This design comes from an exercise in tuning for small area, a short achievable clock period and few clock cycles per item on the open sky130 flow, not from production work. Only simulation tests tie the RTL to the original design; equivalence was not proved. Power is estimated from default activity; no workload was simulated.

===== design/flow/config.mk =====
export PLATFORM = sky130hd
export DESIGN_NAME = alu_vec_pipe
export DESIGN_NICKNAME = alu_vec_pipe
export VERILOG_FILES = /design/flow/design.v
export SDC_FILE = /design/flow/constraint.sdc
export NUM_CORES = 4
export LEC_CHECK = 0
export CAP_MARGIN = 20
export CORE_MARGIN = 2
export CORE_UTILIZATION = 40
export PLACE_DENSITY = 0.6
export SLEW_MARGIN = 20

===== design/flow/constraint.sdc =====
create_clock -name core_clock -period 11.0 [get_ports {clk}]
set_input_delay 2.2000 -clock core_clock [delete_from_list [all_inputs] [get_ports {clk}]]
set_output_delay 2.2000 -clock core_clock [all_outputs]
set_load 0.01 [all_outputs]

===== design/flow/design.v =====
`default_nettype none
module alu_vec_pipe (
    input  logic         clk,
    input  logic         rst,
    input  logic         in_valid,
    output logic         in_ready,
    input  logic [3:0]   opcode,
    input  logic [3:0]   lane_mask,
    input  logic [63:0]  a,
    input  logic [63:0]  b,
    input  logic         signed_mode,
    output logic         out_valid,
    input  logic         out_ready,
    output logic [127:0] result,
    output logic [3:0]   a_greater,
    output logic [3:0]   a_equal,
    output logic [3:0]   a_less,
    output logic [3:0]   out_mask
);
    localparam logic [3:0] OP_ADD  = 4'd0;
    localparam logic [3:0] OP_SUB  = 4'd1;
    localparam logic [3:0] OP_MUL  = 4'd2;
    localparam logic [3:0] OP_AND  = 4'd3;
    localparam logic [3:0] OP_OR   = 4'd4;
    localparam logic [3:0] OP_XOR  = 4'd5;
    localparam logic [3:0] OP_NOT  = 4'd6;
    localparam logic [3:0] OP_SHL  = 4'd7;
    localparam logic [3:0] OP_SHR  = 4'd8;
    localparam logic [3:0] OP_MIN  = 4'd9;
    localparam logic [3:0] OP_MAX  = 4'd10;
    localparam logic [3:0] OP_PASS = 4'd11;
    localparam logic [3:0] OP_MAC  = 4'd12;
    localparam logic [3:0] OP_CLR  = 4'd13;
    logic sgn;
    assign sgn = signed_mode;
    logic v0, v1, go0, go1;
    assign go1      = ~v1 | out_ready;
    assign go0      = ~v0 | go1;
    assign in_ready = go0;
    always_ff @(posedge clk) begin
        if (rst) begin
            v0 <= 1'b0;
            v1 <= 1'b0;
        end else begin
            if (go0) v0 <= in_valid;
            if (go1) v1 <= v0;
        end
    end
    logic [3:0] msk_q;
    always_ff @(posedge clk) if (go0) msk_q <= lane_mask;
    wire acc_step = v0 & go1;
    logic [127:0] res_d;
    logic [3:0]   gt_d, eq_d, lt_d;
    for (genvar l = 0; l < 4; l++) begin : g_lane
        logic [15:0] ua, ub;
        logic [16:0] ax, bx, lval, af_n, bm_n;
        logic [4:0]  sh;
        logic [15:0] pw_l, pw_r;
        logic        m, lt, eq;
        logic        c_mac, c_clr, c_add, c_sub, c_d, c_shr, c_shl;
        assign ua = a[16*l +: 16];
        assign ub = b[16*l +: 16];
        assign m  = lane_mask[l];
        assign ax = {sgn & ua[15], ua};
        assign bx = {sgn & ub[15], ub};
        assign sh = ub[4:0];
        assign lt = $signed(ax) < $signed(bx);
        assign eq = (ua == ub);
        always_comb begin
            pw_l = 16'd0;
            pw_r = 16'd0;
            pw_l[sh[3:0]] = 1'b1;
            pw_r[5'd16 - {1'b0, sh[3:0]}] = 1'b1;
        end
        always_comb begin
            lval = 17'd0;
            case (opcode)
                OP_AND:  lval = ax & bx;
                OP_OR:   lval = ax | bx;
                OP_XOR:  lval = ax ^ bx;
                OP_NOT:  lval = {1'b0, ~ua};
                OP_MIN:  lval = lt ? ax : bx;
                OP_MAX:  lval = lt ? bx : ax;
                OP_PASS: lval = bx;
                default: lval = 17'd0;
            endcase
        end
        always_comb begin
            af_n = ax;
            bm_n = 17'd0;
            case (opcode)
                OP_ADD, OP_SUB, OP_MUL, OP_MAC: bm_n = bx;
                OP_SHL: bm_n = {1'b0, pw_l};
                OP_SHR: bm_n = (sh[4] || sh[3:0] == 4'd0) ? 17'd1 : {1'b0, pw_r};
                default: begin
                    af_n = lval;
                    bm_n = 17'd0;
                end
            endcase
            if (!m) begin
                af_n = 17'd0;
                bm_n = 17'd0;
            end
        end
        assign c_mac = m & (opcode == OP_MAC);
        assign c_clr = m & (opcode == OP_CLR);
        assign c_add = m & (opcode == OP_ADD);
        assign c_sub = m & (opcode == OP_SUB);
        assign c_d   = m & ~(opcode == OP_MUL || opcode == OP_MAC ||
                             opcode == OP_SHL || opcode == OP_SHR);
        assign c_shr = m & (opcode == OP_SHR) & (sh != 5'd0);
        assign c_shl = m & (opcode == OP_SHL) & sh[4];
        logic [16:0] af_q, bm_q;
        logic        mac_q, clr_q, add_q, sub_q, d_q, shr_q, shl_q;
        logic        lt_q, eq_q, gt_q;
        always_ff @(posedge clk) begin
            if (go0) begin
                af_q  <= af_n;
                bm_q  <= bm_n;
                mac_q <= c_mac;
                clr_q <= c_clr;
                add_q <= c_add;
                sub_q <= c_sub;
                d_q   <= c_d;
                shr_q <= c_shr;
                shl_q <= c_shl;
                lt_q  <= m & lt;
                eq_q  <= m & eq;
                gt_q  <= m & ~lt & ~eq;
            end
        end
        logic [16:0] a_eff;
        logic [31:0] acc_q, dv, t_s, t_c, p, res;
        assign a_eff = sub_q ? 17'h1ffff : add_q ? 17'h00001 : af_q;
        assign dv    = mac_q ? acc_q : d_q ? {{15{af_q[16]}}, af_q} : 32'd0;
        csa_mac u_mac (.a(a_eff), .b(bm_q), .d(dv), .s(t_s), .c(t_c));
        assign p = t_s + t_c;
        always_comb begin
            res = p;
            if (shr_q) res = {{16{af_q[16]}}, p[31:16]};
            if (shl_q) res = {p[15:0], 16'd0};
        end
        always_ff @(posedge clk) begin
            if (rst)
                acc_q <= 32'd0;
            else if (acc_step & mac_q)
                acc_q <= p;
            else if (acc_step & clr_q)
                acc_q <= 32'd0;
        end
        assign res_d[32*l +: 32] = res;
        assign lt_d[l] = lt_q;
        assign eq_d[l] = eq_q;
        assign gt_d[l] = gt_q;
    end
    always_ff @(posedge clk) begin
        if (go1) begin
            result    <= res_d;
            a_greater <= gt_d;
            a_equal   <= eq_d;
            a_less    <= lt_d;
            out_mask  <= msk_q;
        end
    end
    assign out_valid = v1;
endmodule
module csa_mac (
    input  wire [16:0] a,
    input  wire [16:0] b,
    input  wire [31:0] d,
    output wire [31:0] s,
    output wire [31:0] c
);
    wire t1 = (a[0] & b[0]);
    wire t2 = (a[1] & b[0]);
    wire t3 = (a[2] & b[0]);
    wire t4 = (a[3] & b[0]);
    wire t5 = (a[4] & b[0]);
    wire t6 = (a[5] & b[0]);
    wire t7 = (a[6] & b[0]);
    wire t8 = (a[7] & b[0]);
    wire t9 = (a[8] & b[0]);
    wire t10 = (a[9] & b[0]);
    wire t11 = (a[10] & b[0]);
    wire t12 = (a[11] & b[0]);
    wire t13 = (a[12] & b[0]);
    wire t14 = (a[13] & b[0]);
    wire t15 = (a[14] & b[0]);
    wire t16 = (a[15] & b[0]);
    wire t17 = ~(a[16] & b[0]);
    wire t18 = (a[0] & b[1]);
    wire t19 = (a[1] & b[1]);
    wire t20 = (a[2] & b[1]);
    wire t21 = (a[3] & b[1]);
    wire t22 = (a[4] & b[1]);
    wire t23 = (a[5] & b[1]);
    wire t24 = (a[6] & b[1]);
    wire t25 = (a[7] & b[1]);
    wire t26 = (a[8] & b[1]);
    wire t27 = (a[9] & b[1]);
    wire t28 = (a[10] & b[1]);
    wire t29 = (a[11] & b[1]);
    wire t30 = (a[12] & b[1]);
    wire t31 = (a[13] & b[1]);
    wire t32 = (a[14] & b[1]);
    wire t33 = (a[15] & b[1]);
    wire t34 = ~(a[16] & b[1]);
    wire t35 = (a[0] & b[2]);
    wire t36 = (a[1] & b[2]);
    wire t37 = (a[2] & b[2]);
    wire t38 = (a[3] & b[2]);
    wire t39 = (a[4] & b[2]);
    wire t40 = (a[5] & b[2]);
    wire t41 = (a[6] & b[2]);
    wire t42 = (a[7] & b[2]);
    wire t43 = (a[8] & b[2]);
    wire t44 = (a[9] & b[2]);
    wire t45 = (a[10] & b[2]);
    wire t46 = (a[11] & b[2]);
    wire t47 = (a[12] & b[2]);
    wire t48 = (a[13] & b[2]);
    wire t49 = (a[14] & b[2]);
    wire t50 = (a[15] & b[2]);
    wire t51 = ~(a[16] & b[2]);
    wire t52 = (a[0] & b[3]);
    wire t53 = (a[1] & b[3]);
    wire t54 = (a[2] & b[3]);
    wire t55 = (a[3] & b[3]);
    wire t56 = (a[4] & b[3]);
    wire t57 = (a[5] & b[3]);
    wire t58 = (a[6] & b[3]);
    wire t59 = (a[7] & b[3]);
    wire t60 = (a[8] & b[3]);
    wire t61 = (a[9] & b[3]);
    wire t62 = (a[10] & b[3]);
    wire t63 = (a[11] & b[3]);
    wire t64 = (a[12] & b[3]);
    wire t65 = (a[13] & b[3]);
    wire t66 = (a[14] & b[3]);
    wire t67 = (a[15] & b[3]);
    wire t68 = ~(a[16] & b[3]);
    wire t69 = (a[0] & b[4]);
    wire t70 = (a[1] & b[4]);
    wire t71 = (a[2] & b[4]);
    wire t72 = (a[3] & b[4]);
    wire t73 = (a[4] & b[4]);
    wire t74 = (a[5] & b[4]);
    wire t75 = (a[6] & b[4]);
    wire t76 = (a[7] & b[4]);
    wire t77 = (a[8] & b[4]);
    wire t78 = (a[9] & b[4]);
    wire t79 = (a[10] & b[4]);
    wire t80 = (a[11] & b[4]);
    wire t81 = (a[12] & b[4]);
    wire t82 = (a[13] & b[4]);
    wire t83 = (a[14] & b[4]);
    wire t84 = (a[15] & b[4]);
    wire t85 = ~(a[16] & b[4]);
    wire t86 = (a[0] & b[5]);
    wire t87 = (a[1] & b[5]);
    wire t88 = (a[2] & b[5]);
    wire t89 = (a[3] & b[5]);
    wire t90 = (a[4] & b[5]);
    wire t91 = (a[5] & b[5]);
    wire t92 = (a[6] & b[5]);
    wire t93 = (a[7] & b[5]);
    wire t94 = (a[8] & b[5]);
    wire t95 = (a[9] & b[5]);
    wire t96 = (a[10] & b[5]);
    wire t97 = (a[11] & b[5]);
    wire t98 = (a[12] & b[5]);
    wire t99 = (a[13] & b[5]);
    wire t100 = (a[14] & b[5]);
    wire t101 = (a[15] & b[5]);
    wire t102 = ~(a[16] & b[5]);
    wire t103 = (a[0] & b[6]);
    wire t104 = (a[1] & b[6]);
    wire t105 = (a[2] & b[6]);
    wire t106 = (a[3] & b[6]);
    wire t107 = (a[4] & b[6]);
    wire t108 = (a[5] & b[6]);
    wire t109 = (a[6] & b[6]);
    wire t110 = (a[7] & b[6]);
    wire t111 = (a[8] & b[6]);
    wire t112 = (a[9] & b[6]);
    wire t113 = (a[10] & b[6]);
    wire t114 = (a[11] & b[6]);
    wire t115 = (a[12] & b[6]);
    wire t116 = (a[13] & b[6]);
    wire t117 = (a[14] & b[6]);
    wire t118 = (a[15] & b[6]);
    wire t119 = ~(a[16] & b[6]);
    wire t120 = (a[0] & b[7]);
    wire t121 = (a[1] & b[7]);
    wire t122 = (a[2] & b[7]);
    wire t123 = (a[3] & b[7]);
    wire t124 = (a[4] & b[7]);
    wire t125 = (a[5] & b[7]);
    wire t126 = (a[6] & b[7]);
    wire t127 = (a[7] & b[7]);
    wire t128 = (a[8] & b[7]);
    wire t129 = (a[9] & b[7]);
    wire t130 = (a[10] & b[7]);
    wire t131 = (a[11] & b[7]);
    wire t132 = (a[12] & b[7]);
    wire t133 = (a[13] & b[7]);
    wire t134 = (a[14] & b[7]);
    wire t135 = (a[15] & b[7]);
    wire t136 = ~(a[16] & b[7]);
    wire t137 = (a[0] & b[8]);
    wire t138 = (a[1] & b[8]);
    wire t139 = (a[2] & b[8]);
    wire t140 = (a[3] & b[8]);
    wire t141 = (a[4] & b[8]);
    wire t142 = (a[5] & b[8]);
    wire t143 = (a[6] & b[8]);
    wire t144 = (a[7] & b[8]);
    wire t145 = (a[8] & b[8]);
    wire t146 = (a[9] & b[8]);
    wire t147 = (a[10] & b[8]);
    wire t148 = (a[11] & b[8]);
    wire t149 = (a[12] & b[8]);
    wire t150 = (a[13] & b[8]);
    wire t151 = (a[14] & b[8]);
    wire t152 = (a[15] & b[8]);
    wire t153 = ~(a[16] & b[8]);
    wire t154 = (a[0] & b[9]);
    wire t155 = (a[1] & b[9]);
    wire t156 = (a[2] & b[9]);
    wire t157 = (a[3] & b[9]);
    wire t158 = (a[4] & b[9]);
    wire t159 = (a[5] & b[9]);
    wire t160 = (a[6] & b[9]);
    wire t161 = (a[7] & b[9]);
    wire t162 = (a[8] & b[9]);
    wire t163 = (a[9] & b[9]);
    wire t164 = (a[10] & b[9]);
    wire t165 = (a[11] & b[9]);
    wire t166 = (a[12] & b[9]);
    wire t167 = (a[13] & b[9]);
    wire t168 = (a[14] & b[9]);
    wire t169 = (a[15] & b[9]);
    wire t170 = ~(a[16] & b[9]);
    wire t171 = (a[0] & b[10]);
    wire t172 = (a[1] & b[10]);
    wire t173 = (a[2] & b[10]);
    wire t174 = (a[3] & b[10]);
    wire t175 = (a[4] & b[10]);
    wire t176 = (a[5] & b[10]);
    wire t177 = (a[6] & b[10]);
    wire t178 = (a[7] & b[10]);
    wire t179 = (a[8] & b[10]);
    wire t180 = (a[9] & b[10]);
    wire t181 = (a[10] & b[10]);
    wire t182 = (a[11] & b[10]);
    wire t183 = (a[12] & b[10]);
    wire t184 = (a[13] & b[10]);
    wire t185 = (a[14] & b[10]);
    wire t186 = (a[15] & b[10]);
    wire t187 = ~(a[16] & b[10]);
    wire t188 = (a[0] & b[11]);
    wire t189 = (a[1] & b[11]);
    wire t190 = (a[2] & b[11]);
    wire t191 = (a[3] & b[11]);
    wire t192 = (a[4] & b[11]);
    wire t193 = (a[5] & b[11]);
    wire t194 = (a[6] & b[11]);
    wire t195 = (a[7] & b[11]);
    wire t196 = (a[8] & b[11]);
    wire t197 = (a[9] & b[11]);
    wire t198 = (a[10] & b[11]);
    wire t199 = (a[11] & b[11]);
    wire t200 = (a[12] & b[11]);
    wire t201 = (a[13] & b[11]);
    wire t202 = (a[14] & b[11]);
    wire t203 = (a[15] & b[11]);
    wire t204 = ~(a[16] & b[11]);
    wire t205 = (a[0] & b[12]);
    wire t206 = (a[1] & b[12]);
    wire t207 = (a[2] & b[12]);
    wire t208 = (a[3] & b[12]);
    wire t209 = (a[4] & b[12]);
    wire t210 = (a[5] & b[12]);
    wire t211 = (a[6] & b[12]);
    wire t212 = (a[7] & b[12]);
    wire t213 = (a[8] & b[12]);
    wire t214 = (a[9] & b[12]);
    wire t215 = (a[10] & b[12]);
    wire t216 = (a[11] & b[12]);
    wire t217 = (a[12] & b[12]);
    wire t218 = (a[13] & b[12]);
    wire t219 = (a[14] & b[12]);
    wire t220 = (a[15] & b[12]);
    wire t221 = ~(a[16] & b[12]);
    wire t222 = (a[0] & b[13]);
    wire t223 = (a[1] & b[13]);
    wire t224 = (a[2] & b[13]);
    wire t225 = (a[3] & b[13]);
    wire t226 = (a[4] & b[13]);
    wire t227 = (a[5] & b[13]);
    wire t228 = (a[6] & b[13]);
    wire t229 = (a[7] & b[13]);
    wire t230 = (a[8] & b[13]);
    wire t231 = (a[9] & b[13]);
    wire t232 = (a[10] & b[13]);
    wire t233 = (a[11] & b[13]);
    wire t234 = (a[12] & b[13]);
    wire t235 = (a[13] & b[13]);
    wire t236 = (a[14] & b[13]);
    wire t237 = (a[15] & b[13]);
    wire t238 = ~(a[16] & b[13]);
    wire t239 = (a[0] & b[14]);
    wire t240 = (a[1] & b[14]);
    wire t241 = (a[2] & b[14]);
    wire t242 = (a[3] & b[14]);
    wire t243 = (a[4] & b[14]);
    wire t244 = (a[5] & b[14]);
    wire t245 = (a[6] & b[14]);
    wire t246 = (a[7] & b[14]);
    wire t247 = (a[8] & b[14]);
    wire t248 = (a[9] & b[14]);
    wire t249 = (a[10] & b[14]);
    wire t250 = (a[11] & b[14]);
    wire t251 = (a[12] & b[14]);
    wire t252 = (a[13] & b[14]);
    wire t253 = (a[14] & b[14]);
    wire t254 = (a[15] & b[14]);
    wire t255 = ~(a[16] & b[14]);
    wire t256 = (a[0] & b[15]);
    wire t257 = (a[1] & b[15]);
    wire t258 = (a[2] & b[15]);
    wire t259 = (a[3] & b[15]);
    wire t260 = (a[4] & b[15]);
    wire t261 = (a[5] & b[15]);
    wire t262 = (a[6] & b[15]);
    wire t263 = (a[7] & b[15]);
    wire t264 = (a[8] & b[15]);
    wire t265 = (a[9] & b[15]);
    wire t266 = (a[10] & b[15]);
    wire t267 = (a[11] & b[15]);
    wire t268 = (a[12] & b[15]);
    wire t269 = (a[13] & b[15]);
    wire t270 = (a[14] & b[15]);
    wire t271 = (a[15] & b[15]);
    wire t272 = ~(a[16] & b[15]);
    wire t273 = ~(a[0] & b[16]);
    wire t274 = ~(a[1] & b[16]);
    wire t275 = ~(a[2] & b[16]);
    wire t276 = ~(a[3] & b[16]);
    wire t277 = ~(a[4] & b[16]);
    wire t278 = ~(a[5] & b[16]);
    wire t279 = ~(a[6] & b[16]);
    wire t280 = ~(a[7] & b[16]);
    wire t281 = ~(a[8] & b[16]);
    wire t282 = ~(a[9] & b[16]);
    wire t283 = ~(a[10] & b[16]);
    wire t284 = ~(a[11] & b[16]);
    wire t285 = ~(a[12] & b[16]);
    wire t286 = ~(a[13] & b[16]);
    wire t287 = ~(a[14] & b[16]);
    wire t288 = ~(a[15] & b[16]);
    wire t289 = t13 ^ t29;
    wire t290 = t13 & t29;
    wire t291 = t14 ^ t30 ^ t46;
    wire t292 = (t14 & t30) | (t14 & t46) | (t30 & t46);
    wire t293 = t62 ^ t78;
    wire t294 = t62 & t78;
    wire t295 = t15 ^ t31 ^ t47;
    wire t296 = (t15 & t31) | (t15 & t47) | (t31 & t47);
    wire t297 = t63 ^ t79 ^ t95;
    wire t298 = (t63 & t79) | (t63 & t95) | (t79 & t95);
    wire t299 = t111 ^ t127;
    wire t300 = t111 & t127;
    wire t301 = t16 ^ t32 ^ t48;
    wire t302 = (t16 & t32) | (t16 & t48) | (t32 & t48);
    wire t303 = t64 ^ t80 ^ t96;
    wire t304 = (t64 & t80) | (t64 & t96) | (t80 & t96);
    wire t305 = t112 ^ t128 ^ t144;
    wire t306 = (t112 & t128) | (t112 & t144) | (t128 & t144);
    wire t307 = t160 ^ t176;
    wire t308 = t160 & t176;
    wire t309 = t17 ^ t33 ^ t49;
    wire t310 = (t17 & t33) | (t17 & t49) | (t33 & t49);
    wire t311 = t65 ^ t81 ^ t97;
    wire t312 = (t65 & t81) | (t65 & t97) | (t81 & t97);
    wire t313 = t113 ^ t129 ^ t145;
    wire t314 = (t113 & t129) | (t113 & t145) | (t129 & t145);
    wire t315 = t161 ^ t177 ^ t193;
    wire t316 = (t161 & t177) | (t161 & t193) | (t177 & t193);
    wire t317 = t209 ^ t225;
    wire t318 = t209 & t225;
    wire t319 = t34 ^ t50 ^ t66;
    wire t320 = (t34 & t50) | (t34 & t66) | (t50 & t66);
    wire t321 = t82 ^ t98 ^ t114;
    wire t322 = (t82 & t98) | (t82 & t114) | (t98 & t114);
    wire t323 = t130 ^ t146 ^ t162;
    wire t324 = (t130 & t146) | (t130 & t162) | (t146 & t162);
    wire t325 = t178 ^ t194 ^ t210;
    wire t326 = (t178 & t194) | (t178 & t210) | (t194 & t210);
    wire t327 = t226 ^ t242 ^ t258;
    wire t328 = (t226 & t242) | (t226 & t258) | (t242 & t258);
    wire t329 = t51 ^ t67 ^ t83;
    wire t330 = (t51 & t67) | (t51 & t83) | (t67 & t83);
    wire t331 = t99 ^ t115 ^ t131;
    wire t332 = (t99 & t115) | (t99 & t131) | (t115 & t131);
    wire t333 = t147 ^ t163 ^ t179;
    wire t334 = (t147 & t163) | (t147 & t179) | (t163 & t179);
    wire t335 = t195 ^ t211 ^ t227;
    wire t336 = (t195 & t211) | (t195 & t227) | (t211 & t227);
    wire t337 = t68 ^ t84 ^ t100;
    wire t338 = (t68 & t84) | (t68 & t100) | (t84 & t100);
    wire t339 = t116 ^ t132 ^ t148;
    wire t340 = (t116 & t132) | (t116 & t148) | (t132 & t148);
    wire t341 = t164 ^ t180 ^ t196;
    wire t342 = (t164 & t180) | (t164 & t196) | (t180 & t196);
    wire t343 = t85 ^ t101 ^ t117;
    wire t344 = (t85 & t101) | (t85 & t117) | (t101 & t117);
    wire t345 = t133 ^ t149 ^ t165;
    wire t346 = (t133 & t149) | (t133 & t165) | (t149 & t165);
    wire t347 = t102 ^ t118 ^ t134;
    wire t348 = (t102 & t118) | (t102 & t134) | (t118 & t134);
    wire t349 = t9 ^ t25;
    wire t350 = t9 & t25;
    wire t351 = t10 ^ t26 ^ t42;
    wire t352 = (t10 & t26) | (t10 & t42) | (t26 & t42);
    wire t353 = t58 ^ t74;
    wire t354 = t58 & t74;
    wire t355 = t11 ^ t27 ^ t43;
    wire t356 = (t11 & t27) | (t11 & t43) | (t27 & t43);
    wire t357 = t59 ^ t75 ^ t91;
    wire t358 = (t59 & t75) | (t59 & t91) | (t75 & t91);
    wire t359 = t107 ^ t123;
    wire t360 = t107 & t123;
    wire t361 = t12 ^ t28 ^ t44;
    wire t362 = (t12 & t28) | (t12 & t44) | (t28 & t44);
    wire t363 = t60 ^ t76 ^ t92;
    wire t364 = (t60 & t76) | (t60 & t92) | (t76 & t92);
    wire t365 = t108 ^ t124 ^ t140;
    wire t366 = (t108 & t124) | (t108 & t140) | (t124 & t140);
    wire t367 = t156 ^ t172;
    wire t368 = t156 & t172;
    wire t369 = t289 ^ t45 ^ t61;
    wire t370 = (t289 & t45) | (t289 & t61) | (t45 & t61);
    wire t371 = t77 ^ t93 ^ t109;
    wire t372 = (t77 & t93) | (t77 & t109) | (t93 & t109);
    wire t373 = t125 ^ t141 ^ t157;
    wire t374 = (t125 & t141) | (t125 & t157) | (t141 & t157);
    wire t375 = t173 ^ t189 ^ t205;
    wire t376 = (t173 & t189) | (t173 & t205) | (t189 & t205);
    wire t377 = t291 ^ t293 ^ t94;
    wire t378 = (t291 & t293) | (t291 & t94) | (t293 & t94);
    wire t379 = t110 ^ t126 ^ t142;
    wire t380 = (t110 & t126) | (t110 & t142) | (t126 & t142);
    wire t381 = t158 ^ t174 ^ t190;
    wire t382 = (t158 & t174) | (t158 & t190) | (t174 & t190);
    wire t383 = t206 ^ t222 ^ d[13];
    wire t384 = (t206 & t222) | (t206 & d[13]) | (t222 & d[13]);
    wire t385 = t295 ^ t297 ^ t299;
    wire t386 = (t295 & t297) | (t295 & t299) | (t297 & t299);
    wire t387 = t143 ^ t159 ^ t175;
    wire t388 = (t143 & t159) | (t143 & t175) | (t159 & t175);
    wire t389 = t191 ^ t207 ^ t223;
    wire t390 = (t191 & t207) | (t191 & t223) | (t207 & t223);
    wire t391 = t239 ^ d[14] ^ t292;
    wire t392 = (t239 & d[14]) | (t239 & t292) | (d[14] & t292);
    wire t393 = t301 ^ t303 ^ t305;
    wire t394 = (t301 & t303) | (t301 & t305) | (t303 & t305);
    wire t395 = t307 ^ t192 ^ t208;
    wire t396 = (t307 & t192) | (t307 & t208) | (t192 & t208);
    wire t397 = t224 ^ t240 ^ t256;
    wire t398 = (t224 & t240) | (t224 & t256) | (t240 & t256);
    wire t399 = d[15] ^ t296 ^ t298;
    wire t400 = (d[15] & t296) | (d[15] & t298) | (t296 & t298);
    wire t401 = t309 ^ t311 ^ t313;
    wire t402 = (t309 & t311) | (t309 & t313) | (t311 & t313);
    wire t403 = t315 ^ t317 ^ t241;
    wire t404 = (t315 & t317) | (t315 & t241) | (t317 & t241);
    wire t405 = t257 ^ t273 ^ d[16];
    wire t406 = (t257 & t273) | (t257 & d[16]) | (t273 & d[16]);
    wire t407 = t302 ^ t304 ^ t306;
    wire t408 = (t302 & t304) | (t302 & t306) | (t304 & t306);
    wire t409 = t319 ^ t321 ^ t323;
    wire t410 = (t319 & t321) | (t319 & t323) | (t321 & t323);
    wire t411 = t325 ^ t327 ^ t274;
    wire t412 = (t325 & t327) | (t325 & t274) | (t327 & t274);
    wire t413 = 1'b1 ^ d[17] ^ t310;
    wire t414 = (1'b1 & d[17]) | (1'b1 & t310) | (d[17] & t310);
    wire t415 = t312 ^ t314 ^ t316;
    wire t416 = (t312 & t314) | (t312 & t316) | (t314 & t316);
    wire t417 = t329 ^ t331 ^ t333;
    wire t418 = (t329 & t331) | (t329 & t333) | (t331 & t333);
    wire t419 = t335 ^ t243 ^ t259;
    wire t420 = (t335 & t243) | (t335 & t259) | (t243 & t259);
    wire t421 = t275 ^ d[18] ^ t320;
    wire t422 = (t275 & d[18]) | (t275 & t320) | (d[18] & t320);
    wire t423 = t322 ^ t324 ^ t326;
    wire t424 = (t322 & t324) | (t322 & t326) | (t324 & t326);
    wire t425 = t337 ^ t339 ^ t341;
    wire t426 = (t337 & t339) | (t337 & t341) | (t339 & t341);
    wire t427 = t212 ^ t228 ^ t244;
    wire t428 = (t212 & t228) | (t212 & t244) | (t228 & t244);
    wire t429 = t260 ^ t276 ^ d[19];
    wire t430 = (t260 & t276) | (t260 & d[19]) | (t276 & d[19]);
    wire t431 = t330 ^ t332 ^ t334;
    wire t432 = (t330 & t332) | (t330 & t334) | (t332 & t334);
    wire t433 = t343 ^ t345 ^ t181;
    wire t434 = (t343 & t345) | (t343 & t181) | (t345 & t181);
    wire t435 = t197 ^ t213 ^ t229;
    wire t436 = (t197 & t213) | (t197 & t229) | (t213 & t229);
    wire t437 = t245 ^ t261 ^ t277;
    wire t438 = (t245 & t261) | (t245 & t277) | (t261 & t277);
    wire t439 = d[20] ^ t338 ^ t340;
    wire t440 = (d[20] & t338) | (d[20] & t340) | (t338 & t340);
    wire t441 = t347 ^ t150 ^ t166;
    wire t442 = (t347 & t150) | (t347 & t166) | (t150 & t166);
    wire t443 = t182 ^ t198 ^ t214;
    wire t444 = (t182 & t198) | (t182 & t214) | (t198 & t214);
    wire t445 = t230 ^ t246 ^ t262;
    wire t446 = (t230 & t246) | (t230 & t262) | (t246 & t262);
    wire t447 = t278 ^ d[21] ^ t344;
    wire t448 = (t278 & d[21]) | (t278 & t344) | (d[21] & t344);
    wire t449 = t119 ^ t135 ^ t151;
    wire t450 = (t119 & t135) | (t119 & t151) | (t135 & t151);
    wire t451 = t167 ^ t183 ^ t199;
    wire t452 = (t167 & t183) | (t167 & t199) | (t183 & t199);
    wire t453 = t215 ^ t231 ^ t247;
    wire t454 = (t215 & t231) | (t215 & t247) | (t231 & t247);
    wire t455 = t263 ^ t279 ^ d[22];
    wire t456 = (t263 & t279) | (t263 & d[22]) | (t279 & d[22]);
    wire t457 = t136 ^ t152 ^ t168;
    wire t458 = (t136 & t152) | (t136 & t168) | (t152 & t168);
    wire t459 = t184 ^ t200 ^ t216;
    wire t460 = (t184 & t200) | (t184 & t216) | (t200 & t216);
    wire t461 = t232 ^ t248 ^ t264;
    wire t462 = (t232 & t248) | (t232 & t264) | (t248 & t264);
    wire t463 = t153 ^ t169 ^ t185;
    wire t464 = (t153 & t169) | (t153 & t185) | (t169 & t185);
    wire t465 = t201 ^ t217 ^ t233;
    wire t466 = (t201 & t217) | (t201 & t233) | (t217 & t233);
    wire t467 = t170 ^ t186 ^ t202;
    wire t468 = (t170 & t186) | (t170 & t202) | (t186 & t202);
    wire t469 = t6 ^ t22;
    wire t470 = t6 & t22;
    wire t471 = t7 ^ t23 ^ t39;
    wire t472 = (t7 & t23) | (t7 & t39) | (t23 & t39);
    wire t473 = t55 ^ t71;
    wire t474 = t55 & t71;
    wire t475 = t8 ^ t24 ^ t40;
    wire t476 = (t8 & t24) | (t8 & t40) | (t24 & t40);
    wire t477 = t56 ^ t72 ^ t88;
    wire t478 = (t56 & t72) | (t56 & t88) | (t72 & t88);
    wire t479 = t104 ^ t120;
    wire t480 = t104 & t120;
    wire t481 = t349 ^ t41 ^ t57;
    wire t482 = (t349 & t41) | (t349 & t57) | (t41 & t57);
    wire t483 = t73 ^ t89 ^ t105;
    wire t484 = (t73 & t89) | (t73 & t105) | (t89 & t105);
    wire t485 = t121 ^ t137 ^ d[8];
    wire t486 = (t121 & t137) | (t121 & d[8]) | (t137 & d[8]);
    wire t487 = t351 ^ t353 ^ t90;
    wire t488 = (t351 & t353) | (t351 & t90) | (t353 & t90);
    wire t489 = t106 ^ t122 ^ t138;
    wire t490 = (t106 & t122) | (t106 & t138) | (t122 & t138);
    wire t491 = t154 ^ d[9] ^ t350;
    wire t492 = (t154 & d[9]) | (t154 & t350) | (d[9] & t350);
    wire t493 = t355 ^ t357 ^ t359;
    wire t494 = (t355 & t357) | (t355 & t359) | (t357 & t359);
    wire t495 = t139 ^ t155 ^ t171;
    wire t496 = (t139 & t155) | (t139 & t171) | (t155 & t171);
    wire t497 = d[10] ^ t352 ^ t354;
    wire t498 = (d[10] & t352) | (d[10] & t354) | (t352 & t354);
    wire t499 = t361 ^ t363 ^ t365;
    wire t500 = (t361 & t363) | (t361 & t365) | (t363 & t365);
    wire t501 = t367 ^ t188 ^ d[11];
    wire t502 = (t367 & t188) | (t367 & d[11]) | (t188 & d[11]);
    wire t503 = t356 ^ t358 ^ t360;
    wire t504 = (t356 & t358) | (t356 & t360) | (t358 & t360);
    wire t505 = t369 ^ t371 ^ t373;
    wire t506 = (t369 & t371) | (t369 & t373) | (t371 & t373);
    wire t507 = t375 ^ d[12] ^ t362;
    wire t508 = (t375 & d[12]) | (t375 & t362) | (d[12] & t362);
    wire t509 = t364 ^ t366 ^ t368;
    wire t510 = (t364 & t366) | (t364 & t368) | (t366 & t368);
    wire t511 = t377 ^ t379 ^ t381;
    wire t512 = (t377 & t379) | (t377 & t381) | (t379 & t381);
    wire t513 = t383 ^ t290 ^ t370;
    wire t514 = (t383 & t290) | (t383 & t370) | (t290 & t370);
    wire t515 = t372 ^ t374 ^ t376;
    wire t516 = (t372 & t374) | (t372 & t376) | (t374 & t376);
    wire t517 = t385 ^ t387 ^ t389;
    wire t518 = (t385 & t387) | (t385 & t389) | (t387 & t389);
    wire t519 = t391 ^ t294 ^ t378;
    wire t520 = (t391 & t294) | (t391 & t378) | (t294 & t378);
    wire t521 = t380 ^ t382 ^ t384;
    wire t522 = (t380 & t382) | (t380 & t384) | (t382 & t384);
    wire t523 = t393 ^ t395 ^ t397;
    wire t524 = (t393 & t395) | (t393 & t397) | (t395 & t397);
    wire t525 = t399 ^ t300 ^ t386;
    wire t526 = (t399 & t300) | (t399 & t386) | (t300 & t386);
    wire t527 = t388 ^ t390 ^ t392;
    wire t528 = (t388 & t390) | (t388 & t392) | (t390 & t392);
    wire t529 = t401 ^ t403 ^ t405;
    wire t530 = (t401 & t403) | (t401 & t405) | (t403 & t405);
    wire t531 = t407 ^ t308 ^ t394;
    wire t532 = (t407 & t308) | (t407 & t394) | (t308 & t394);
    wire t533 = t396 ^ t398 ^ t400;
    wire t534 = (t396 & t398) | (t396 & t400) | (t398 & t400);
    wire t535 = t409 ^ t411 ^ t413;
    wire t536 = (t409 & t411) | (t409 & t413) | (t411 & t413);
    wire t537 = t415 ^ t318 ^ t402;
    wire t538 = (t415 & t318) | (t415 & t402) | (t318 & t402);
    wire t539 = t404 ^ t406 ^ t408;
    wire t540 = (t404 & t406) | (t404 & t408) | (t406 & t408);
    wire t541 = t417 ^ t419 ^ t421;
    wire t542 = (t417 & t419) | (t417 & t421) | (t419 & t421);
    wire t543 = t423 ^ t328 ^ t410;
    wire t544 = (t423 & t328) | (t423 & t410) | (t328 & t410);
    wire t545 = t412 ^ t414 ^ t416;
    wire t546 = (t412 & t414) | (t412 & t416) | (t414 & t416);
    wire t547 = t425 ^ t427 ^ t429;
    wire t548 = (t425 & t427) | (t425 & t429) | (t427 & t429);
    wire t549 = t431 ^ t336 ^ t418;
    wire t550 = (t431 & t336) | (t431 & t418) | (t336 & t418);
    wire t551 = t420 ^ t422 ^ t424;
    wire t552 = (t420 & t422) | (t420 & t424) | (t422 & t424);
    wire t553 = t433 ^ t435 ^ t437;
    wire t554 = (t433 & t435) | (t433 & t437) | (t435 & t437);
    wire t555 = t439 ^ t342 ^ t426;
    wire t556 = (t439 & t342) | (t439 & t426) | (t342 & t426);
    wire t557 = t428 ^ t430 ^ t432;
    wire t558 = (t428 & t430) | (t428 & t432) | (t430 & t432);
    wire t559 = t441 ^ t443 ^ t445;
    wire t560 = (t441 & t443) | (t441 & t445) | (t443 & t445);
    wire t561 = t447 ^ t346 ^ t434;
    wire t562 = (t447 & t346) | (t447 & t434) | (t346 & t434);
    wire t563 = t436 ^ t438 ^ t440;
    wire t564 = (t436 & t438) | (t436 & t440) | (t438 & t440);
    wire t565 = t449 ^ t451 ^ t453;
    wire t566 = (t449 & t451) | (t449 & t453) | (t451 & t453);
    wire t567 = t455 ^ t348 ^ t442;
    wire t568 = (t455 & t348) | (t455 & t442) | (t348 & t442);
    wire t569 = t444 ^ t446 ^ t448;
    wire t570 = (t444 & t446) | (t444 & t448) | (t446 & t448);
    wire t571 = t457 ^ t459 ^ t461;
    wire t572 = (t457 & t459) | (t457 & t461) | (t459 & t461);
    wire t573 = t280 ^ d[23] ^ t450;
    wire t574 = (t280 & d[23]) | (t280 & t450) | (d[23] & t450);
    wire t575 = t452 ^ t454 ^ t456;
    wire t576 = (t452 & t454) | (t452 & t456) | (t454 & t456);
    wire t577 = t463 ^ t465 ^ t249;
    wire t578 = (t463 & t465) | (t463 & t249) | (t465 & t249);
    wire t579 = t265 ^ t281 ^ d[24];
    wire t580 = (t265 & t281) | (t265 & d[24]) | (t281 & d[24]);
    wire t581 = t458 ^ t460 ^ t462;
    wire t582 = (t458 & t460) | (t458 & t462) | (t460 & t462);
    wire t583 = t467 ^ t218 ^ t234;
    wire t584 = (t467 & t218) | (t467 & t234) | (t218 & t234);
    wire t585 = t250 ^ t266 ^ t282;
    wire t586 = (t250 & t266) | (t250 & t282) | (t266 & t282);
    wire t587 = d[25] ^ t464 ^ t466;
    wire t588 = (d[25] & t464) | (d[25] & t466) | (t464 & t466);
    wire t589 = t187 ^ t203 ^ t219;
    wire t590 = (t187 & t203) | (t187 & t219) | (t203 & t219);
    wire t591 = t235 ^ t251 ^ t267;
    wire t592 = (t235 & t251) | (t235 & t267) | (t251 & t267);
    wire t593 = t283 ^ d[26] ^ t468;
    wire t594 = (t283 & d[26]) | (t283 & t468) | (d[26] & t468);
    wire t595 = t204 ^ t220 ^ t236;
    wire t596 = (t204 & t220) | (t204 & t236) | (t220 & t236);
    wire t597 = t252 ^ t268 ^ t284;
    wire t598 = (t252 & t268) | (t252 & t284) | (t268 & t284);
    wire t599 = t221 ^ t237 ^ t253;
    wire t600 = (t221 & t237) | (t221 & t253) | (t237 & t253);
    wire t601 = t4 ^ t20;
    wire t602 = t4 & t20;
    wire t603 = t5 ^ t21 ^ t37;
    wire t604 = (t5 & t21) | (t5 & t37) | (t21 & t37);
    wire t605 = t53 ^ t69;
    wire t606 = t53 & t69;
    wire t607 = t469 ^ t38 ^ t54;
    wire t608 = (t469 & t38) | (t469 & t54) | (t38 & t54);
    wire t609 = t70 ^ t86 ^ d[5];
    wire t610 = (t70 & t86) | (t70 & d[5]) | (t86 & d[5]);
    wire t611 = t471 ^ t473 ^ t87;
    wire t612 = (t471 & t473) | (t471 & t87) | (t473 & t87);
    wire t613 = t103 ^ d[6] ^ t470;
    wire t614 = (t103 & d[6]) | (t103 & t470) | (d[6] & t470);
    wire t615 = t475 ^ t477 ^ t479;
    wire t616 = (t475 & t477) | (t475 & t479) | (t477 & t479);
    wire t617 = d[7] ^ t472 ^ t474;
    wire t618 = (d[7] & t472) | (d[7] & t474) | (t472 & t474);
    wire t619 = t481 ^ t483 ^ t485;
    wire t620 = (t481 & t483) | (t481 & t485) | (t483 & t485);
    wire t621 = t476 ^ t478 ^ t480;
    wire t622 = (t476 & t478) | (t476 & t480) | (t478 & t480);
    wire t623 = t487 ^ t489 ^ t491;
    wire t624 = (t487 & t489) | (t487 & t491) | (t489 & t491);
    wire t625 = t482 ^ t484 ^ t486;
    wire t626 = (t482 & t484) | (t482 & t486) | (t484 & t486);
    wire t627 = t493 ^ t495 ^ t497;
    wire t628 = (t493 & t495) | (t493 & t497) | (t495 & t497);
    wire t629 = t488 ^ t490 ^ t492;
    wire t630 = (t488 & t490) | (t488 & t492) | (t490 & t492);
    wire t631 = t499 ^ t501 ^ t503;
    wire t632 = (t499 & t501) | (t499 & t503) | (t501 & t503);
    wire t633 = t494 ^ t496 ^ t498;
    wire t634 = (t494 & t496) | (t494 & t498) | (t496 & t498);
    wire t635 = t505 ^ t507 ^ t509;
    wire t636 = (t505 & t507) | (t505 & t509) | (t507 & t509);
    wire t637 = t500 ^ t502 ^ t504;
    wire t638 = (t500 & t502) | (t500 & t504) | (t502 & t504);
    wire t639 = t511 ^ t513 ^ t515;
    wire t640 = (t511 & t513) | (t511 & t515) | (t513 & t515);
    wire t641 = t506 ^ t508 ^ t510;
    wire t642 = (t506 & t508) | (t506 & t510) | (t508 & t510);
    wire t643 = t517 ^ t519 ^ t521;
    wire t644 = (t517 & t519) | (t517 & t521) | (t519 & t521);
    wire t645 = t512 ^ t514 ^ t516;
    wire t646 = (t512 & t514) | (t512 & t516) | (t514 & t516);
    wire t647 = t523 ^ t525 ^ t527;
    wire t648 = (t523 & t525) | (t523 & t527) | (t525 & t527);
    wire t649 = t518 ^ t520 ^ t522;
    wire t650 = (t518 & t520) | (t518 & t522) | (t520 & t522);
    wire t651 = t529 ^ t531 ^ t533;
    wire t652 = (t529 & t531) | (t529 & t533) | (t531 & t533);
    wire t653 = t524 ^ t526 ^ t528;
    wire t654 = (t524 & t526) | (t524 & t528) | (t526 & t528);
    wire t655 = t535 ^ t537 ^ t539;
    wire t656 = (t535 & t537) | (t535 & t539) | (t537 & t539);
    wire t657 = t530 ^ t532 ^ t534;
    wire t658 = (t530 & t532) | (t530 & t534) | (t532 & t534);
    wire t659 = t541 ^ t543 ^ t545;
    wire t660 = (t541 & t543) | (t541 & t545) | (t543 & t545);
    wire t661 = t536 ^ t538 ^ t540;
    wire t662 = (t536 & t538) | (t536 & t540) | (t538 & t540);
    wire t663 = t547 ^ t549 ^ t551;
    wire t664 = (t547 & t549) | (t547 & t551) | (t549 & t551);
    wire t665 = t542 ^ t544 ^ t546;
    wire t666 = (t542 & t544) | (t542 & t546) | (t544 & t546);
    wire t667 = t553 ^ t555 ^ t557;
    wire t668 = (t553 & t555) | (t553 & t557) | (t555 & t557);
    wire t669 = t548 ^ t550 ^ t552;
    wire t670 = (t548 & t550) | (t548 & t552) | (t550 & t552);
    wire t671 = t559 ^ t561 ^ t563;
    wire t672 = (t559 & t561) | (t559 & t563) | (t561 & t563);
    wire t673 = t554 ^ t556 ^ t558;
    wire t674 = (t554 & t556) | (t554 & t558) | (t556 & t558);
    wire t675 = t565 ^ t567 ^ t569;
    wire t676 = (t565 & t567) | (t565 & t569) | (t567 & t569);
    wire t677 = t560 ^ t562 ^ t564;
    wire t678 = (t560 & t562) | (t560 & t564) | (t562 & t564);
    wire t679 = t571 ^ t573 ^ t575;
    wire t680 = (t571 & t573) | (t571 & t575) | (t573 & t575);
    wire t681 = t566 ^ t568 ^ t570;
    wire t682 = (t566 & t568) | (t566 & t570) | (t568 & t570);
    wire t683 = t577 ^ t579 ^ t581;
    wire t684 = (t577 & t579) | (t577 & t581) | (t579 & t581);
    wire t685 = t572 ^ t574 ^ t576;
    wire t686 = (t572 & t574) | (t572 & t576) | (t574 & t576);
    wire t687 = t583 ^ t585 ^ t587;
    wire t688 = (t583 & t585) | (t583 & t587) | (t585 & t587);
    wire t689 = t578 ^ t580 ^ t582;
    wire t690 = (t578 & t580) | (t578 & t582) | (t580 & t582);
    wire t691 = t589 ^ t591 ^ t593;
    wire t692 = (t589 & t591) | (t589 & t593) | (t591 & t593);
    wire t693 = t584 ^ t586 ^ t588;
    wire t694 = (t584 & t586) | (t584 & t588) | (t586 & t588);
    wire t695 = t595 ^ t597 ^ d[27];
    wire t696 = (t595 & t597) | (t595 & d[27]) | (t597 & d[27]);
    wire t697 = t590 ^ t592 ^ t594;
    wire t698 = (t590 & t592) | (t590 & t594) | (t592 & t594);
    wire t699 = t599 ^ t269 ^ t285;
    wire t700 = (t599 & t269) | (t599 & t285) | (t269 & t285);
    wire t701 = d[28] ^ t596 ^ t598;
    wire t702 = (d[28] & t596) | (d[28] & t598) | (t596 & t598);
    wire t703 = t238 ^ t254 ^ t270;
    wire t704 = (t238 & t254) | (t238 & t270) | (t254 & t270);
    wire t705 = t286 ^ d[29] ^ t600;
    wire t706 = (t286 & d[29]) | (t286 & t600) | (d[29] & t600);
    wire t707 = t255 ^ t271 ^ t287;
    wire t708 = (t255 & t271) | (t255 & t287) | (t271 & t287);
    wire t709 = t3 ^ t19;
    wire t710 = t3 & t19;
    wire t711 = t601 ^ t36 ^ t52;
    wire t712 = (t601 & t36) | (t601 & t52) | (t36 & t52);
    wire t713 = t603 ^ t605 ^ d[4];
    wire t714 = (t603 & t605) | (t603 & d[4]) | (t605 & d[4]);
    wire t715 = t607 ^ t609 ^ t604;
    wire t716 = (t607 & t609) | (t607 & t604) | (t609 & t604);
    wire t717 = t611 ^ t613 ^ t608;
    wire t718 = (t611 & t613) | (t611 & t608) | (t613 & t608);
    wire t719 = t615 ^ t617 ^ t612;
    wire t720 = (t615 & t617) | (t615 & t612) | (t617 & t612);
    wire t721 = t619 ^ t621 ^ t616;
    wire t722 = (t619 & t621) | (t619 & t616) | (t621 & t616);
    wire t723 = t623 ^ t625 ^ t620;
    wire t724 = (t623 & t625) | (t623 & t620) | (t625 & t620);
    wire t725 = t627 ^ t629 ^ t624;
    wire t726 = (t627 & t629) | (t627 & t624) | (t629 & t624);
    wire t727 = t631 ^ t633 ^ t628;
    wire t728 = (t631 & t633) | (t631 & t628) | (t633 & t628);
    wire t729 = t635 ^ t637 ^ t632;
    wire t730 = (t635 & t637) | (t635 & t632) | (t637 & t632);
    wire t731 = t639 ^ t641 ^ t636;
    wire t732 = (t639 & t641) | (t639 & t636) | (t641 & t636);
    wire t733 = t643 ^ t645 ^ t640;
    wire t734 = (t643 & t645) | (t643 & t640) | (t645 & t640);
    wire t735 = t647 ^ t649 ^ t644;
    wire t736 = (t647 & t649) | (t647 & t644) | (t649 & t644);
    wire t737 = t651 ^ t653 ^ t648;
    wire t738 = (t651 & t653) | (t651 & t648) | (t653 & t648);
    wire t739 = t655 ^ t657 ^ t652;
    wire t740 = (t655 & t657) | (t655 & t652) | (t657 & t652);
    wire t741 = t659 ^ t661 ^ t656;
    wire t742 = (t659 & t661) | (t659 & t656) | (t661 & t656);
    wire t743 = t663 ^ t665 ^ t660;
    wire t744 = (t663 & t665) | (t663 & t660) | (t665 & t660);
    wire t745 = t667 ^ t669 ^ t664;
    wire t746 = (t667 & t669) | (t667 & t664) | (t669 & t664);
    wire t747 = t671 ^ t673 ^ t668;
    wire t748 = (t671 & t673) | (t671 & t668) | (t673 & t668);
    wire t749 = t675 ^ t677 ^ t672;
    wire t750 = (t675 & t677) | (t675 & t672) | (t677 & t672);
    wire t751 = t679 ^ t681 ^ t676;
    wire t752 = (t679 & t681) | (t679 & t676) | (t681 & t676);
    wire t753 = t683 ^ t685 ^ t680;
    wire t754 = (t683 & t685) | (t683 & t680) | (t685 & t680);
    wire t755 = t687 ^ t689 ^ t684;
    wire t756 = (t687 & t689) | (t687 & t684) | (t689 & t684);
    wire t757 = t691 ^ t693 ^ t688;
    wire t758 = (t691 & t693) | (t691 & t688) | (t693 & t688);
    wire t759 = t695 ^ t697 ^ t692;
    wire t760 = (t695 & t697) | (t695 & t692) | (t697 & t692);
    wire t761 = t699 ^ t701 ^ t696;
    wire t762 = (t699 & t701) | (t699 & t696) | (t701 & t696);
    wire t763 = t703 ^ t705 ^ t700;
    wire t764 = (t703 & t705) | (t703 & t700) | (t705 & t700);
    wire t765 = t707 ^ d[30] ^ t704;
    wire t766 = (t707 & d[30]) | (t707 & t704) | (d[30] & t704);
    wire t767 = t272 ^ t288 ^ d[31];
    wire t768 = (t272 & t288) | (t272 & d[31]) | (t288 & d[31]);
    wire t769 = t2 ^ t18;
    wire t770 = t2 & t18;
    wire t771 = t709 ^ t35 ^ d[2];
    wire t772 = (t709 & t35) | (t709 & d[2]) | (t35 & d[2]);
    wire t773 = t711 ^ d[3] ^ t710;
    wire t774 = (t711 & d[3]) | (t711 & t710) | (d[3] & t710);
    wire t775 = t713 ^ t602 ^ t712;
    wire t776 = (t713 & t602) | (t713 & t712) | (t602 & t712);
    wire t777 = t715 ^ t606 ^ t714;
    wire t778 = (t715 & t606) | (t715 & t714) | (t606 & t714);
    wire t779 = t717 ^ t610 ^ t716;
    wire t780 = (t717 & t610) | (t717 & t716) | (t610 & t716);
    wire t781 = t719 ^ t614 ^ t718;
    wire t782 = (t719 & t614) | (t719 & t718) | (t614 & t718);
    wire t783 = t721 ^ t618 ^ t720;
    wire t784 = (t721 & t618) | (t721 & t720) | (t618 & t720);
    wire t785 = t723 ^ t622 ^ t722;
    wire t786 = (t723 & t622) | (t723 & t722) | (t622 & t722);
    wire t787 = t725 ^ t626 ^ t724;
    wire t788 = (t725 & t626) | (t725 & t724) | (t626 & t724);
    wire t789 = t727 ^ t630 ^ t726;
    wire t790 = (t727 & t630) | (t727 & t726) | (t630 & t726);
    wire t791 = t729 ^ t634 ^ t728;
    wire t792 = (t729 & t634) | (t729 & t728) | (t634 & t728);
    wire t793 = t731 ^ t638 ^ t730;
    wire t794 = (t731 & t638) | (t731 & t730) | (t638 & t730);
    wire t795 = t733 ^ t642 ^ t732;
    wire t796 = (t733 & t642) | (t733 & t732) | (t642 & t732);
    wire t797 = t735 ^ t646 ^ t734;
    wire t798 = (t735 & t646) | (t735 & t734) | (t646 & t734);
    wire t799 = t737 ^ t650 ^ t736;
    wire t800 = (t737 & t650) | (t737 & t736) | (t650 & t736);
    wire t801 = t739 ^ t654 ^ t738;
    wire t802 = (t739 & t654) | (t739 & t738) | (t654 & t738);
    wire t803 = t741 ^ t658 ^ t740;
    wire t804 = (t741 & t658) | (t741 & t740) | (t658 & t740);
    wire t805 = t743 ^ t662 ^ t742;
    wire t806 = (t743 & t662) | (t743 & t742) | (t662 & t742);
    wire t807 = t745 ^ t666 ^ t744;
    wire t808 = (t745 & t666) | (t745 & t744) | (t666 & t744);
    wire t809 = t747 ^ t670 ^ t746;
    wire t810 = (t747 & t670) | (t747 & t746) | (t670 & t746);
    wire t811 = t749 ^ t674 ^ t748;
    wire t812 = (t749 & t674) | (t749 & t748) | (t674 & t748);
    wire t813 = t751 ^ t678 ^ t750;
    wire t814 = (t751 & t678) | (t751 & t750) | (t678 & t750);
    wire t815 = t753 ^ t682 ^ t752;
    wire t816 = (t753 & t682) | (t753 & t752) | (t682 & t752);
    wire t817 = t755 ^ t686 ^ t754;
    wire t818 = (t755 & t686) | (t755 & t754) | (t686 & t754);
    wire t819 = t757 ^ t690 ^ t756;
    wire t820 = (t757 & t690) | (t757 & t756) | (t690 & t756);
    wire t821 = t759 ^ t694 ^ t758;
    wire t822 = (t759 & t694) | (t759 & t758) | (t694 & t758);
    wire t823 = t761 ^ t698 ^ t760;
    wire t824 = (t761 & t698) | (t761 & t760) | (t698 & t760);
    wire t825 = t763 ^ t702 ^ t762;
    wire t826 = (t763 & t702) | (t763 & t762) | (t702 & t762);
    wire t827 = t765 ^ t706 ^ t764;
    wire t828 = (t765 & t706) | (t765 & t764) | (t706 & t764);
    wire t829 = t767 ^ t708 ^ t766;
    wire t830 = (t767 & t708) | (t767 & t766) | (t708 & t766);
    assign s[0] = t1;
    assign c[0] = d[0];
    assign s[1] = t769;
    assign c[1] = d[1];
    assign s[2] = t771;
    assign c[2] = t770;
    assign s[3] = t773;
    assign c[3] = t772;
    assign s[4] = t775;
    assign c[4] = t774;
    assign s[5] = t777;
    assign c[5] = t776;
    assign s[6] = t779;
    assign c[6] = t778;
    assign s[7] = t781;
    assign c[7] = t780;
    assign s[8] = t783;
    assign c[8] = t782;
    assign s[9] = t785;
    assign c[9] = t784;
    assign s[10] = t787;
    assign c[10] = t786;
    assign s[11] = t789;
    assign c[11] = t788;
    assign s[12] = t791;
    assign c[12] = t790;
    assign s[13] = t793;
    assign c[13] = t792;
    assign s[14] = t795;
    assign c[14] = t794;
    assign s[15] = t797;
    assign c[15] = t796;
    assign s[16] = t799;
    assign c[16] = t798;
    assign s[17] = t801;
    assign c[17] = t800;
    assign s[18] = t803;
    assign c[18] = t802;
    assign s[19] = t805;
    assign c[19] = t804;
    assign s[20] = t807;
    assign c[20] = t806;
    assign s[21] = t809;
    assign c[21] = t808;
    assign s[22] = t811;
    assign c[22] = t810;
    assign s[23] = t813;
    assign c[23] = t812;
    assign s[24] = t815;
    assign c[24] = t814;
    assign s[25] = t817;
    assign c[25] = t816;
    assign s[26] = t819;
    assign c[26] = t818;
    assign s[27] = t821;
    assign c[27] = t820;
    assign s[28] = t823;
    assign c[28] = t822;
    assign s[29] = t825;
    assign c[29] = t824;
    assign s[30] = t827;
    assign c[30] = t826;
    assign s[31] = t829;
    assign c[31] = t828;
endmodule
`default_nettype wire

===== design/flow/run.sh =====
#!/bin/bash
# synth_recipe.tcl (not shown) runs the flow's synth.tcl, then flattens the netlist and writes it again
# the make line also repeats each setting of config.mk as NAME=value (left out here)
make -C /OpenROAD-flow-scripts/flow DESIGN_CONFIG=/design/flow/config.mk WORK_HOME=/design/flow/orfs CLKGATE_MAP_FILE= SYNTH_SCRIPT=/design/flow/synth_recipe.tcl finish

==> results.txt <==
[power by group]
| part | leakage (nW) | switching [mW] | internal [mW] |
|---|---|---|---|
| Clock | 0.933 | 0.838 | 1.12 |
| Combinational | 27.0 | 2.80 | 1.75 |
| Sequential | 4.79 | 0.169 | 2.18 |
| Total | 32.8 | 3.80 | 5.04 |
[path summary, 6_finish.rpt]
| kind | from | end | slack, ns | depth (start not counted) |
|---|---|---|---|---|
| hold / removal | g_lane[0].gt_q | a_greater[0] | 0.42 | 0 |
| setup reg to reg | g_lane[3].add_q | result[108] | 3.11 | 21 |
| hold reg to reg | g_lane[0].gt_q | a_greater[0] | 0.42 | 0 |
| setup / recovery | g_lane[3].add_q | result[108] | 3.11 | 21 |
[layer usage]
layer  routed length, um  track usage [%]  vias to the layer above
met2              101000             42.8                     2190
met4                6710             7.98                       30
met1               91500             35.6                    26700
li1                    -                -                    23200
met3               18400             5.51                      418
met5                 185                0                        -
[stage by stage]
stage | instances | setup slack, ns | area (sq um) | total power, mW
final | 9416 | 3.11 | 71500 | 8.84
after global routing | 9411 | 2.82 | 71500 | 9.37
after global placement | 9297 | 3.27 | 69500 | 6.81
after detailed placement | 9298 | 3.26 | 69500 | 6.85
after CTS | 9406 | 3.25 | 71400 | 8.83
after floorplan | 7159 | 2.69 | 64800 | 5.13
[cell type report]
| cell class | instances | area share [%] |
|---|---|---|
| Antenna cell | 8 | 0.0280 |
| Clock buffer | 77 | 2.22 |
| Clock inverter | 31 | 0.466 |
| Inverter | 1171 | 6.16 |
| Multi-Input combinational cell | 5166 | 65.4 |
| Sequential cell | 454 | 17.3 |
| Tap cell | 2160 | 3.78 |
| Timing Repair Buffer | 349 | 4.71 |
[worst max-delay path, stage by stage (launching register included)]
cell      delay, ns
edfxtp_1       0.38
inv_1          0.35
a21o_1         0.71
nand2_1        0.18
fa_1           0.57
inv_1          0.06
fa_1           0.54
fa_1           0.44
fa_1           0.49
inv_1          0.06
fa_1           0.52
inv_1          0.07
fa_1           0.46
ha_1           0.41
and3_1         0.29
nor2b_1        0.15
nand2_1        0.08
a221oi_1       0.53
or2_2          0.25
a21oi_2        0.11
a311oi_1       0.71
o21ai_0        0.23
[state kept, by name, indices dropped and copies added (netlist names), 68 cells and up]
| signal | count |
|---|---|
| g_lane.acc_q | 128 |
| result | 128 |
| g_lane.bm_q | 68 |
| g_lane.af_q | 68 |
[cell families (layout without fill, tap and decap cells)]
group / count (synthesis) / in the layout
other: 0 / 8
flip-flops: 454 / 454
multiplexers: 53 / 53
adder cells (fa/ha/maj): 1421 / 1421
AO/OA/AOI/OAI: 1252 / 1252
AND/OR/NAND/NOR: 2303 / 2303
XOR/XNOR: 137 / 137
buffers and inverters: 1539 / 1628
[cells in the final DEF (no fill, tap or decap), types with 36 or more instances in the layout]
cell type,count
a21o_1,124
clkbuf_16,59
ha_1,409
xnor2_1,86
a22oi_1,121
xor2_1,51
o21ai_0,198
a222oi_1,53
fa_1,1012
buf_4,62
nand2_1,898
inv_1,1168
nor3_1,64
mux2i_1,49
a21oi_1,356
a221o_1,61
and2_1,645
nor2_1,408
clkdlybuf4s50_1,285
nand2b_1,36
a22o_1,38
dfxtp_1,130
nand3_1,50
edfxtp_1,324
nor2b_1,46
==> impl_metrics.env <==
export IMPL_status="complete, no violations"
export IMPL_syn_inst=7159
export IMPL_syn_nets=8721
export IMPL_critical_path_arrival_ns=8.27
export IMPL_synthTopCellsByCount="1,169 x inv_1, 1,012 x fa_1, 900 x nand2_1, 645 x and2_1, 414 x nor2_1"
export IMPL_synth_largest_area_cell="fa_1"
export IMPL_cts_tree="built"
export IMPL_cts_sinks=454
export IMPL_cts_inserted_buffers=57
export IMPL_clk_latency_ns=0.69
export IMPL_cts_hold_buffers=0
export IMPL_yosysSeqAreaShare_pct=19.0
export IMPL_final_hold_violation_count=0
export IMPL_synth_fa_ha_area_share_pct=39.2
export IMPL_path_max_fanout=17
export IMPL_min_path_type="reg -> reg"
export IMPL_cp_end_kind="register"
export IMPL_final_period_utilization_pct=71.8
export IMPL_synth_compound_area_share_pct=13.1
export IMPL_tns_ns=0
export IMPL_port_buffers=286
export IMPL_grt_use_total_pct=26.5
export IMPL_dieArea_sq_um=165000
export IMPL_synth_top_family_by_area="adder cells"
export IMPL_p_leak_nw=32.8
export IMPL_postCtsSetupBuffers=0
export IMPL_synth_mux_area_share_pct=0.827
export IMPL_start_util_pct=40.3
export IMPL_yosys_warnings=1
export IMPL_vias=52600
export IMPL_synthMostInstantiatedCell="inv_1"
export IMPL_grt_max_degree=69
export IMPL_nFillCells=15600
export IMPL_powerDensity_nw_per_um2=124
export IMPL_dieWidth_um=406
export IMPL_critPathLaunchType="register"
export IMPL_drc_errors=0
export IMPL_overflow=0
export IMPL_ys_ff_latch=454
export IMPL_synth_area_leaders="fa_1 31%, edfxtp_1 15%, ha_1 7.9%, inv_1 6.8%, and2_1 6.2%"
export IMPL_detail_route_wl_per_cell_um=23.2
export IMPL_gp_congestion=0.937
export IMPL_first_iter_violations=5159
export IMPL_holdWs_ns=0.418
export IMPL_drive_gt1_share_pct=2.81
export IMPL_synthDominantCellAreaShare_pct=31.3
export IMPL_yosysUniqueCellTypes=89
export IMPL_antenna_found_initial=38
export IMPL_coreArea_sq_um=161000
export IMPL_multiInputGateArea_sq_um=46700
export IMPL_synth_xor_area_share_pct=1.85
export IMPL_cts_root_buffer="clkbuf_16"
export IMPL_required_ns=11.37
export IMPL_firstDrtPassIters=9
export IMPL_tightestPinTransition_ns=1.10
export IMPL_grt_pass1_wl_um=333000
export IMPL_areaGrowthSynthToFinish_pct=10.3
export IMPL_slew_violations=0
export IMPL_place_hpwl_um=166000
export IMPL_syn_area_per_cell_sq_um=9.05
export IMPL_synthArstFlopShare_pct=0
export IMPL_ant_nets=0
export IMPL_cap_viol_max_count=0
export IMPL_synth_top_flop_cell="edfxtp_1"
export IMPL_cts_buffer_depth=3
export IMPL_synth_area_sq_um=64800
export IMPL_yosys_area_share_simple_pct=17.1
export IMPL_nNetsFinal=8761
export IMPL_finClkSkew_ns=0.0614
export IMPL_synth_edf_count=324
export IMPL_crit_type="reg -> reg"
export IMPL_seqCellArea_sq_um=12300
export IMPL_rsz0062_at_grt="no"
export IMPL_vias_per_cell=5.58
export IMPL_max_freq_ghz=0.127
export IMPL_ctsResizeCount=0
export IMPL_io_pin_count=287
export IMPL_fin_util_pct=44.5
export IMPL_finalCriticalPeriod_ns=7.89
export IMPL_wl_um=218000
export IMPL_max_slew_margin_pct=26.3
export IMPL_finalSetupViolations=0
export IMPL_clkSlewWorstSetupHoldPaths_ns=0.06
export IMPL_cts_htree_levels=2
export IMPL_grt_pass1_vias=54400
export IMPL_irDropWorstVdd_uv=131
export IMPL_dieHeight_um=406
export IMPL_placementRows=147
Testbench counts, summed over its fixed seeds: cycles 16,016, items 16,000.

re-timing with driven ports:
Ports are ideal in the flow. The routed layout listed here was re-timed in OpenROAD.
Step 1: set_driving_cell puts a clkbuf_16 on clk and a buf_2 on each other input, an assumption about the parent block.
Step 2 times the ports against the registers' clock, not the clock port: input delays grow and output delays shrink by t, the midpoint of the rising clock arrivals with the driver on.
a / b / c = ideal ports / drivers / drivers and shift; a / b = the first two.
t (ns): 0.736
setup WS [ns]: 3.107 / 3.107 / 3.107
worst setup path after step 2: register to register
clock arrival spread, ns: 0.072 / 0.073
After both steps setup and hold are still met in this run. For this run, drivers alone change the setup slack by 0.000 ns; drivers and shift together by 0.000 ns.
